This design comes from an exercise in tuning for small area, a short achievable clock period and few clock cycles per item on the open sky130 flow, not from production work. Only simulation tests tie the RTL to the original design; equivalence was not proved. Power is estimated from default activity; no workload was simulated.

==> flow/design.v (excerpt) <==
module conv_pool (
	input  logic        clk,
	input  logic        rst_n,
	input  logic        enable,
	input  logic [7:0]  input_data,
	output logic        busy,
	input  logic        wb_cyc,
	input  logic        wb_stb,
	input  logic        wb_we,
	input  logic [3:0]  wb_adr,
	input  logic [7:0]  wb_dat_i,
	output logic        wb_ack,
	output logic [7:0]  wb_dat_o,
	output logic        res_wen,
	output logic [1:0]  res_addr,
	output logic [31:0] res_data,
	output logic [3:0]  res_bytemask,
	output logic        done
);
==> flow/config.mk <==
export PLATFORM = sky130hd
export DESIGN_NAME = conv_pool
export DESIGN_NICKNAME = conv_pool
export VERILOG_FILES = /design/flow/design.v
export SDC_FILE = /design/flow/constraint.sdc
export NUM_CORES = 4
export LEC_CHECK = 0
export ABC_AREA = 1
export CAP_MARGIN = 20
export CORE_MARGIN = 2
export CORE_UTILIZATION = 55
export CTS_BUF_LIST = sky130_fd_sc_hd__clkbuf_8
export CTS_CLUSTER_DIAMETER = 50
export CTS_CLUSTER_SIZE = 18
export SLEW_MARGIN = 20
==> flow/constraint.sdc <==
create_clock -name core_clock -period 10.0 [get_ports {clk}]
set_input_delay 2.0000 -clock core_clock [delete_from_list [all_inputs] [get_ports {clk}]]
set_output_delay 2.0000 -clock core_clock [all_outputs]
set_load 0.01 [all_outputs]
standard.sh (not shown) runs the stock make flow with config.mk's settings and CLKGATE_MAP_FILE= SYNTH_SCRIPT=/design/flow/synth_recipe.tcl, a recipe that flattens the netlist after the stock synthesis.
==> flow/flow/run.sh <==
#!/bin/bash
# The standard layout, with timing repair aimed at a tighter setup margin
# than the 10 ns clock needs (the SDC and clock period are unchanged)
bash standard.sh SETUP_SLACK_MARGIN=6.8 finish > standard.log 2>&1
The baseline completed with no timing, DRC or antenna violations.
Testbench counts at the start, summed over its fixed seeds: cycles 4,416, images 64.
Edit:
==> flow/flow/run.sh (replaced) <==
#!/bin/bash
# The standard layout, with timing repair aimed at a tighter setup margin
# than the 10 ns clock needs (the SDC and clock period are unchanged)
bash standard.sh SETUP_SLACK_MARGIN=6.8 RECOVER_POWER=100 finish > standard.log 2>&1
- CORE_UTILIZATION: 55 -> 40
Result: Now the flow finished but fails on capacitance limit, slew limit; non-clock buffer count decreases by 3; worst setup slack degrades by 1.6 ns; power decreases by 0.53%; routed wire length hardly moves; via count is lower by 1.1%; clock-buffer cell count decreases by 2; worst hold slack degrades by 0.0043 ns; combinational power decreases by 5.1%; synthesized area stays the same.
Edit:
==> flow/flow/run.sh (replaced) <==
#!/bin/bash
# The standard layout, with timing repair aimed at a tighter setup margin
# than the 10 ns clock needs (the SDC and clock period are unchanged), and
# the smallest plain buffer on each port
bash standard.sh SETUP_SLACK_MARGIN=6.8 "BUFFER_PORTS_ARGS=-buffer_cell sky130_fd_sc_hd__buf_1" finish > standard.log 2>&1
Outcome: With this change the flow passed the timing, design-rule and antenna checks; cell area came out lower by 0.94%; power hardly moves; worst setup slack is better by 1.6 ns; wire length stays flat.
Edit:
==> flow/flow/run.sh (replaced) <==
#!/bin/bash
# The standard layout, with timing repair aimed at a tighter setup margin
# than the 10 ns clock needs (the SDC and clock period are unchanged)
bash standard.sh SETUP_SLACK_MARGIN=6.8 finish > standard.log 2>&1
Effect: Design area rose by a few percent. Routed wire length stays flat. Die area stays the same. Worst hold slack improved by 0.011 ns. Clock skew climbs by 0.0047 ns. Area after synthesis stays the same. Cell count stays flat. Fmax barely changes.

* * *

Setup of run A:
conv_pool, a different RTL version from the one above (not shown whole).
Size: ~360 flip-flops, about 76 I/O pins, roughly 0.018 mm^2 of cells after synthesis.
export LEC_CHECK = 0
export ABC_AREA = 1
export CAP_MARGIN = 20
export CORE_MARGIN = 2
export CORE_UTILIZATION = 40
export SLEW_MARGIN = 20
create_clock -name core_clock -period 10.0 [get_ports {clk}]
==> flow/flow/run.sh <==
#!/bin/bash
# The standard layout, with timing repair aimed at a tighter setup margin
# than the 10 ns clock needs (the SDC and clock period are unchanged)
bash standard.sh SETUP_SLACK_MARGIN=7.4 finish > standard.log 2>&1
Testbench counts of run A, summed over its fixed seeds: cycles 4,416, images 64.
Here is what was changed in the inputs of run B compared with run A.
- putting CTS_CLUSTER_SIZE at 18 where nothing was set
- putting CTS_CLUSTER_DIAMETER at 50 where nothing was set
- putting CTS_BUF_LIST at sky130_fd_sc_hd__clkbuf_8 where nothing was set
==> flow/flow/run.sh <==
#!/bin/bash
# The standard layout, with timing repair aimed at a tighter setup margin
# than the 10 ns clock needs (the SDC and clock period are unchanged)
bash standard.sh SETUP_SLACK_MARGIN=6.8 finish > standard.log 2>&1
==> run summary <==
- Between run B and run A, the total track usage is lower for run B.
- Of run B and run A, the run reporting the higher clock buffer count was run A.
- Setup WNS run A -> run B: better
- On amount of wire on met2 after detailed routing, the higher figure sits with run A, not run B.
- There was hardly any difference in sequential power between run B and run A.
- Changes observed in run B relative to run A: final cell count without fillers now smaller, via count decreased by about 3.4% relative to the old numbers.
For run C, these inputs were changed with respect to run B:
- removing CTS_CLUSTER_SIZE (formerly 18)
- removing CTS_BUF_LIST (formerly sky130_fd_sc_hd__clkbuf_8)
- removing CTS_CLUSTER_DIAMETER (formerly 50)
==> flow/flow/run.sh <==
#!/bin/bash
# The standard layout, with timing repair aimed at a tighter setup margin
# than the 10 ns clock needs (the SDC and clock period are unchanged)
bash standard.sh SETUP_SLACK_MARGIN=6.6 finish > standard.log 2>&1
==> comparison <==
Going from run B to run C, net switching component of the power decreased by 5.1% relative to the old numbers, critical path depth fell by 5, global-route usage comparable, final period demand of the worst path picked up an extra 110 ps.
Any difference in wire length between run B and run C is small enough to ignore.
Compared with run B, in run C share of the cycle needed by the critical path after routing saw an increase, clock transition time at the flip-flop clock pins of the worst setup and hold paths down 40 ps, number of buffers created by CTS moved down, sequential group share of total power went down by 4.3 points, non-clock buffer count lower.
Comparing run B and run C, the higher fraction of area in registers is on run B.
Inputs modified between run C and run D:
- swapping 40 for 65 in CORE_UTILIZATION
==> comparison <==
Cell area (run D vs. run C) decreases slightly. Against run C, run D reports a first-iteration DRC count that is higher. Comparing run C and run D, the higher setup slack was measured on run C. Per the comparison of run D with run C, relative contribution of combinational cells to total power moved up; number of non-clock buffers in the layout moved up; footprint of the multi-input gates level. Comparing run C and run D, the lower cell row count is on run D. Note that the height of the chip recorded for run D amounts to 0.79 times the value seen in run C. The maximum vdd drop number comes out higher for run D vs run C.
Changes in run E relative to run D:
- CORE_UTILIZATION now 40, was 65
==> flow/run.sh (new file) <==
#!/bin/bash
# synth_recipe.tcl (not shown) runs the flow's synth.tcl, then flattens the netlist and writes it again
# the make line also repeats each setting of config.mk as NAME=value (left out here)
make -C /OpenROAD-flow-scripts/flow DESIGN_CONFIG=/design/flow/config.mk WORK_HOME=/design/flow/orfs CLKGATE_MAP_FILE= SYNTH_SCRIPT=/design/flow/synth_recipe.tcl finish
removed: flow/flow/run.sh
removed: flow/standard.sh
==> comparison <==
- In the tables for run D and run E, final period utilization reads lower with run D.
- Of run D and run E, run D shows the higher all-layer global routing usage, with run E below it.
- Re vias after detailed routing: run D and run E aren't equal, and the lower value belongs to run E.
- The data arrival time of the critical path number comes out higher for run E vs run D.
- Run E against run D: sum of met3 wire segment lengths after detailed routing went down, leakage power went down by about 2.6%.
- From run D to run E the numbers moved as follows: pin count of the biggest net entering global routing closely matched the old numbers, fraction of layout instances using a drive strength above 1 decreased by 3.2 points relative to the old numbers.

* * *

conv_pool, a different RTL version from the one above (not shown whole).
Size in the first run: about 1800 cells after synthesis, roughly 340 flip-flops, ~76 I/O pins, about 0.018 mm² of cells after synthesis.
Settings: LEC_CHECK=0, ABC_AREA=1, CAP_MARGIN=20, CORE_MARGIN=2, CORE_UTILIZATION=40, CTS_BUF_LIST=sky130_fd_sc_hd__clkbuf_8, CTS_CLUSTER_DIAMETER=50, CTS_CLUSTER_SIZE=18, SLEW_MARGIN=20; clock period 10.0 ns.
==> flow/flow/run.sh <==
#!/bin/bash
# The standard layout, with timing repair aimed at a tighter setup margin
# than the 10 ns clock needs (the SDC and clock period are unchanged), and
# the smallest plain buffer on each port
bash standard.sh SETUP_SLACK_MARGIN=6.8 "BUFFER_PORTS_ARGS=-buffer_cell sky130_fd_sc_hd__buf_1" finish > standard.log 2>&1
The first run produced a clean layout.
Testbench counts at the start, summed over its fixed seeds: cycles 4,416, images 64.
Edit:
--- a/flow/flow/run.sh
+++ b/flow/flow/run.sh
@@ -5 +5 @@
-bash standard.sh SETUP_SLACK_MARGIN=6.8 "BUFFER_PORTS_ARGS=-buffer_cell sky130_fd_sc_hd__buf_1" finish > standard.log 2>&1
+bash standard.sh SETUP_SLACK_MARGIN=6.6 "BUFFER_PORTS_ARGS=-buffer_cell sky130_fd_sc_hd__buf_1" finish > standard.log 2>&1
What happened: Global-route usage went down by 0.28 points. Hold slack stays flat. Die area stays the same. Cell count went down by 0.71%. Final area went down by 2.1%. Combinational power went down by 3.9%. Worst setup slack got worse by 0.19 ns. Via count went down by 0.34%. Total power went down by 2.5%. Wire length went down by 2.2%.
Edit:
--- a/flow/flow/run.sh
+++ b/flow/flow/run.sh
@@ -5 +5 @@
-bash standard.sh SETUP_SLACK_MARGIN=6.6 "BUFFER_PORTS_ARGS=-buffer_cell sky130_fd_sc_hd__buf_1" finish > standard.log 2>&1
+bash standard.sh SETUP_SLACK_MARGIN=7.0 "BUFFER_PORTS_ARGS=-buffer_cell sky130_fd_sc_hd__buf_1" finish > standard.log 2>&1
The changed run produced a clean layout.
Sequential share of layout area drops by 2.4 points.
Maximum frequency climbs by a few percent.
Critical path depth drops by 8.
Worst setup slack improved by 0.21 ns.

* * *

RTL: one of the versions met above, not the one the previous note started from.
Size: roughly 1900 cells after synthesis, about 360 flip-flops, about 18000 um^2 of cells after synthesis.
## conv_pool
module conv_pool (
	input  logic        clk,
	input  logic        rst_n,
	input  logic        enable,
	input  logic [7:0]  input_data,
	output logic        busy,
	input  logic        wb_cyc,
	input  logic        wb_stb,
	input  logic        wb_we,
	input  logic [3:0]  wb_adr,
	input  logic [7:0]  wb_dat_i,
	output logic        wb_ack,
	output logic [7:0]  wb_dat_o,
	output logic        res_wen,
	output logic [1:0]  res_addr,
	output logic [31:0] res_data,
	output logic [3:0]  res_bytemask,
	output logic        done
);
export LEC_CHECK = 0
export ABC_AREA = 1
export CAP_MARGIN = 20
export CORE_MARGIN = 2
export CORE_UTILIZATION = 40
export CTS_BUF_LIST = sky130_fd_sc_hd__clkbuf_8
export CTS_CLUSTER_DIAMETER = 50
export CTS_CLUSTER_SIZE = 18
export SLEW_MARGIN = 20
create_clock -name core_clock -period 10.0 [get_ports {clk}]
==> flow/flow/run.sh <==
#!/bin/bash
# The standard layout, with timing repair aimed at a tighter setup margin
# than the 10 ns clock needs (the SDC and clock period are unchanged)
bash standard.sh SETUP_SLACK_MARGIN=6.6 finish > standard.log 2>&1
Testbench counts at the start, summed over its fixed seeds: cycles 4,416, images 64.
Then changed:
==> flow/flow/run.sh (replaced) <==
#!/bin/bash
# The standard layout, with timing repair aimed at a tighter setup margin
# than the 10 ns clock needs (the SDC and clock period are unchanged)
bash standard.sh SETUP_SLACK_MARGIN=7.0 finish > standard.log 2>&1
--- a/flow/config.mk
+++ b/flow/config.mk
@@ -11,5 +11,2 @@
 export CORE_UTILIZATION = 40
-export CTS_BUF_LIST = sky130_fd_sc_hd__clkbuf_8
-export CTS_CLUSTER_DIAMETER = 50
-export CTS_CLUSTER_SIZE = 18
 export SLEW_MARGIN = 20
=> The changed run ran to the end with no violations. Core utilization is higher by 4.8 points. Cell area is higher by about 10%. Combinational power is higher by about 40%. First-iteration DRC count is lower by about 5.6%. Critical path depth stays the same. Maximum frequency is higher by 1.6%. Power is higher by 21%.

* * *

Another version of the RTL of conv_pool (not shown whole).
Size: about 1900 cells after synthesis, ~340 flip-flops, roughly 76 I/O pins, about 0.018 mm2 of cells after synthesis.
==> flow/design.v (excerpt) <==
module conv_pool (
	input  logic        clk,
	input  logic        rst_n,
	input  logic        enable,
	input  logic [7:0]  input_data,
	output logic        busy,
	input  logic        wb_cyc,
	input  logic        wb_stb,
	input  logic        wb_we,
	input  logic [3:0]  wb_adr,
	input  logic [7:0]  wb_dat_i,
	output logic        wb_ack,
	output logic [7:0]  wb_dat_o,
	output logic        res_wen,
	output logic [1:0]  res_addr,
	output logic [31:0] res_data,
	output logic [3:0]  res_bytemask,
	output logic        done
);
export LEC_CHECK = 0
export ABC_AREA = 1
export CAP_MARGIN = 20
export CORE_MARGIN = 2
export CORE_UTILIZATION = 40
export CTS_BUF_LIST = sky130_fd_sc_hd__clkbuf_8 sky130_fd_sc_hd__clkbuf_16
export CTS_CLUSTER_DIAMETER = 50
export CTS_CLUSTER_SIZE = 18
export SLEW_MARGIN = 20
create_clock -name core_clock -period 10.0 [get_ports {clk}]
==> flow/flow/run.sh <==
#!/bin/bash
# The standard layout, with timing repair aimed at a tighter setup margin
# than the 10 ns clock needs (the SDC and clock period are unchanged), and
# the smallest plain buffer on each port
bash standard.sh SETUP_SLACK_MARGIN=6.8 "BUFFER_PORTS_ARGS=-buffer_cell sky130_fd_sc_hd__buf_1" finish > standard.log 2>&1
Testbench counts at the start, summed over its fixed seeds: cycles 4,416, images 64.
Rerun with:
Settings changed: CTS_BUF_LIST sky130_fd_sc_hd__clkbuf_8 sky130_fd_sc_hd__clkbuf_16 to sky130_fd_sc_hd__clkbuf_4, CTS_CLUSTER_DIAMETER 50 to 40, CTS_CLUSTER_SIZE 18 to 10.
What happened: First-iteration DRC count shrinks by 1.2%; worst hold slack is about the same; die area is unchanged.
Rerun with:
Settings changed: CTS_BUF_LIST sky130_fd_sc_hd__clkbuf_4 to sky130_fd_sc_hd__clkbuf_8, CTS_CLUSTER_DIAMETER 40 to 50, CTS_CLUSTER_SIZE 10 to 18.
The changed run produced a clean layout.
Sequential share of layout area increases by 0.42 points.
Area after synthesis stays the same.
Maximum frequency rose by about 5.6%.
Clock power stays flat.
Global-route usage decreases by 0.29 points.
Worst hold slack stays flat.
Final cell count came out lower by about 1.6%.
Wire length is lower by about 1.8%.
Die area is unchanged.
Synthesized cell count stays the same.
Sequential power stays flat.

* * *

## build 87
RTL: one of the versions met above, not the one the previous note started from.
Size in the first run: roughly 1900 cells after synthesis, ~360 flip-flops, roughly 76 I/O pins, roughly 18000 sq um of cells after synthesis.
Design conv_pool, start of the top module:
module conv_pool (
	input  logic        clk,
	input  logic        rst_n,
	input  logic        enable,
	input  logic [7:0]  input_data,
	output logic        busy,
	input  logic        wb_cyc,
	input  logic        wb_stb,
	input  logic        wb_we,
	input  logic [3:0]  wb_adr,
	input  logic [7:0]  wb_dat_i,
	output logic        wb_ack,
	output logic [7:0]  wb_dat_o,
	output logic        res_wen,
	output logic [1:0]  res_addr,
	output logic [31:0] res_data,
	output logic [3:0]  res_bytemask,
	output logic        done
);
==> flow/config.mk <==
export PLATFORM = sky130hd
export DESIGN_NAME = conv_pool
export DESIGN_NICKNAME = conv_pool
export VERILOG_FILES = /design/flow/design.v
export SDC_FILE = /design/flow/constraint.sdc
export NUM_CORES = 4
export LEC_CHECK = 0
export ABC_AREA = 1
export CAP_MARGIN = 20
export CORE_MARGIN = 2
export CORE_UTILIZATION = 40
export CTS_BUF_LIST = sky130_fd_sc_hd__clkbuf_8
export CTS_CLUSTER_DIAMETER = 50
export CTS_CLUSTER_SIZE = 18
export SLEW_MARGIN = 20
==> flow/constraint.sdc <==
create_clock -name core_clock -period 10.0 [get_ports {clk}]
set_input_delay 2.0000 -clock core_clock [delete_from_list [all_inputs] [get_ports {clk}]]
set_output_delay 2.0000 -clock core_clock [all_outputs]
set_load 0.01 [all_outputs]
==> flow/flow/run.sh <==
#!/bin/bash
# The standard layout, with timing repair aimed at a tighter setup margin
# than the 10 ns clock needs (the SDC and clock period are unchanged), and
# plain buffers on the ports
bash standard.sh SETUP_SLACK_MARGIN=6.6 "BUFFER_PORTS_ARGS=-buffer_cell sky130_fd_sc_hd__buf_2" finish > standard.log 2>&1
Build 87 completed; timing, DRC and antenna clean
Testbench counts of build 87, summed over its fixed seeds: cycles 4,416, images 64.
Input-level comparison between build 58 and build 87:
Settings: changing CTS_BUF_LIST from sky130_fd_sc_hd__clkbuf_8 to sky130_fd_sc_hd__clkbuf_16; changing CTS_CLUSTER_SIZE from 18 to 30; changing CTS_CLUSTER_DIAMETER from 50 to 80.
==> flow/flow/run.sh <==
#!/bin/bash
# The standard layout, with timing repair aimed at a tighter setup margin
# than the 10 ns clock needs (the SDC and clock period are unchanged)
bash standard.sh SETUP_SLACK_MARGIN=6.6 finish > standard.log 2>&1
[summary]
- Status: fraction of registers with async set or reset after synthesis parity (build 87, build 58)
- On TritonCTS buffer count, the lower figure sits with build 58, not build 87.
- [build 58] minimum clock period after layout rose 0.040 ns relative to build 87
- Compared with build 87, build 58 shows switching part of the total lower by 0.64 points.
- Post-route met1 wirelength ended up 850 um lower on build 58 than on build 87.
- Build 87 and build 58 ended up with nearly the same routed wire length.
- [build 58] met1 track utilization from global routing fell 0.54 points relative to build 87
- Build 58 reached the final stage; the timing, design-rule and antenna checks on its layout passed.
- Changes observed in build 58 relative to build 87: met3 usage in global routing moved down, level count of the clock H-tree moved down, non-clock buffer count moved down.
Modified inputs, build 7 compared to build 58
Settings: a change of CTS_CLUSTER_SIZE from 30 to 24; a change of CTS_BUF_LIST from sky130_fd_sc_hd__clkbuf_16 to sky130_fd_sc_hd__clkbuf_8; a change of CTS_CLUSTER_DIAMETER from 80 to 60.
Findings:
- Build 7 has completed all stages; timing, DRC and antenna checks passed.
- Going from build 58 to build 7, the part of the power in the clock network was found to have gone down by 1.7 points.
- Power in the clock group ends up higher on build 58.
- Total power draw delta for build 7 relative to build 58: 2.5% lower
- Going from build 58 to build 7, global-route usage went up, worst setup slack went up, multi-input combinational gate total did not really move.
- Compared build 58 against build 7; post-route standard cell area excluding fillers within noise.
- From build 58 to build 7 the numbers moved as follows: final cell count without fillers +20, overall routed net length saw little to no change, path depth of the worst reg2reg path has decreased.

[what the ideal ports hide]
In the flow no input, the clock included, has a driving cell. The finished layouts below were timed again as built, in two steps.
Step 1: set_driving_cell puts a clkbuf_16 on clk and a buf_2 on each other input, an assumption about the parent block.
Step 2 adds t to the input delays and takes it off the output delays; t is the mean of the earliest and latest rising clock arrival at the registers after step 1. Input paths then give back, and output paths get back, about the clock's delay inside the block.
Three values: no drivers, after step 1, after step 2; two values: the first two.
run | shift t [ns] | setup slack, ns | worst hold slack (ns) | worst setup path at the end | worst register clock-pin slew, ns
the first run of note 1 | 0.609 | 6.713 / 6.713 / 6.248 | 0.329 / 0.329 / 0.329 | input to register | 0.11 / 0.11
the second run of note 1 | 0.619 | 5.116 / 5.144 / 4.525 | 0.325 / 0.325 / 0.325 | input to register | 0.11 / 0.11
the third run of note 1 | 0.654 | 6.757 / 6.757 / 6.298 | 0.317 / 0.317 / 0.317 | input to register | 0.11 / 0.11
the fourth run of note 1 | 0.619 | 6.757 / 6.757 / 6.219 | 0.328 / 0.328 / 0.328 | input to register | 0.11 / 0.11
run A | 0.607 | 6.714 / 6.714 / 6.714 | 0.318 / 0.318 / 0.318 | register to register | 0.06 / 0.06
run B | 0.673 | 6.761 / 6.746 / 6.135 | 0.312 / 0.312 / 0.312 | input to register | 0.11 / 0.11
run C | 0.599 | 6.654 / 6.681 / 6.083 | 0.323 / 0.323 / 0.323 | input to register | 0.06 / 0.06
run D | 0.579 | 6.639 / 6.585 / 6.270 | 0.324 / 0.324 / 0.324 | input to register | 0.06 / 0.06
run E | 0.597 | 6.027 / 6.027 / 6.027 | 0.322 / 0.322 / 0.322 | register to register | 0.06 / 0.06
the first run of note 3 | 0.655 | 6.856 / 6.809 / 6.310 | 0.318 / 0.318 / 0.318 | input to register | 0.11 / 0.11
the second run of note 3 | 0.663 | 6.661 / 6.661 / 6.341 | 0.320 / 0.320 / 0.320 | input to register | 0.11 / 0.11
the third run of note 3 | 0.661 | 6.872 / 6.821 / 6.340 | 0.319 / 0.319 / 0.319 | input to register | 0.11 / 0.11
the first run of note 4 | 0.649 | 6.713 / 6.671 / 6.144 | 0.324 / 0.324 / 0.324 | input to register | 0.10 / 0.10
the second run of note 4 | 0.602 | 6.765 / 6.765 / 6.402 | 0.322 / 0.322 / 0.322 | input to register | 0.06 / 0.06
the first run of note 5 | 0.611 | 6.859 / 6.806 / 6.396 | 0.312 / 0.312 / 0.312 | input to register | 0.07 / 0.07
the second run of note 5 | 0.826 | 6.672 / 6.626 / 6.061 | 0.311 / 0.311 / 0.311 | input to register | 0.11 / 0.11
the third run of note 5 | 0.661 | 6.848 / 6.799 / 6.364 | 0.310 / 0.310 / 0.310 | input to register | 0.10 / 0.10
build 87 | 0.661 | 6.696 / 6.696 / 6.500 | 0.322 / 0.322 / 0.322 | input to register | 0.11 / 0.11
build 58 | 0.611 | 6.656 / 6.656 / 6.159 | 0.328 / 0.328 / 0.328 | input to register | 0.11 / 0.11
build 7 | 0.661 | 6.707 / 6.667 / 6.142 | 0.326 / 0.326 / 0.326 | input to register | 0.12 / 0.12
The setup slack of run B, which loses most, moves by -0.015 ns with the drivers and by -0.626 ns with both steps.
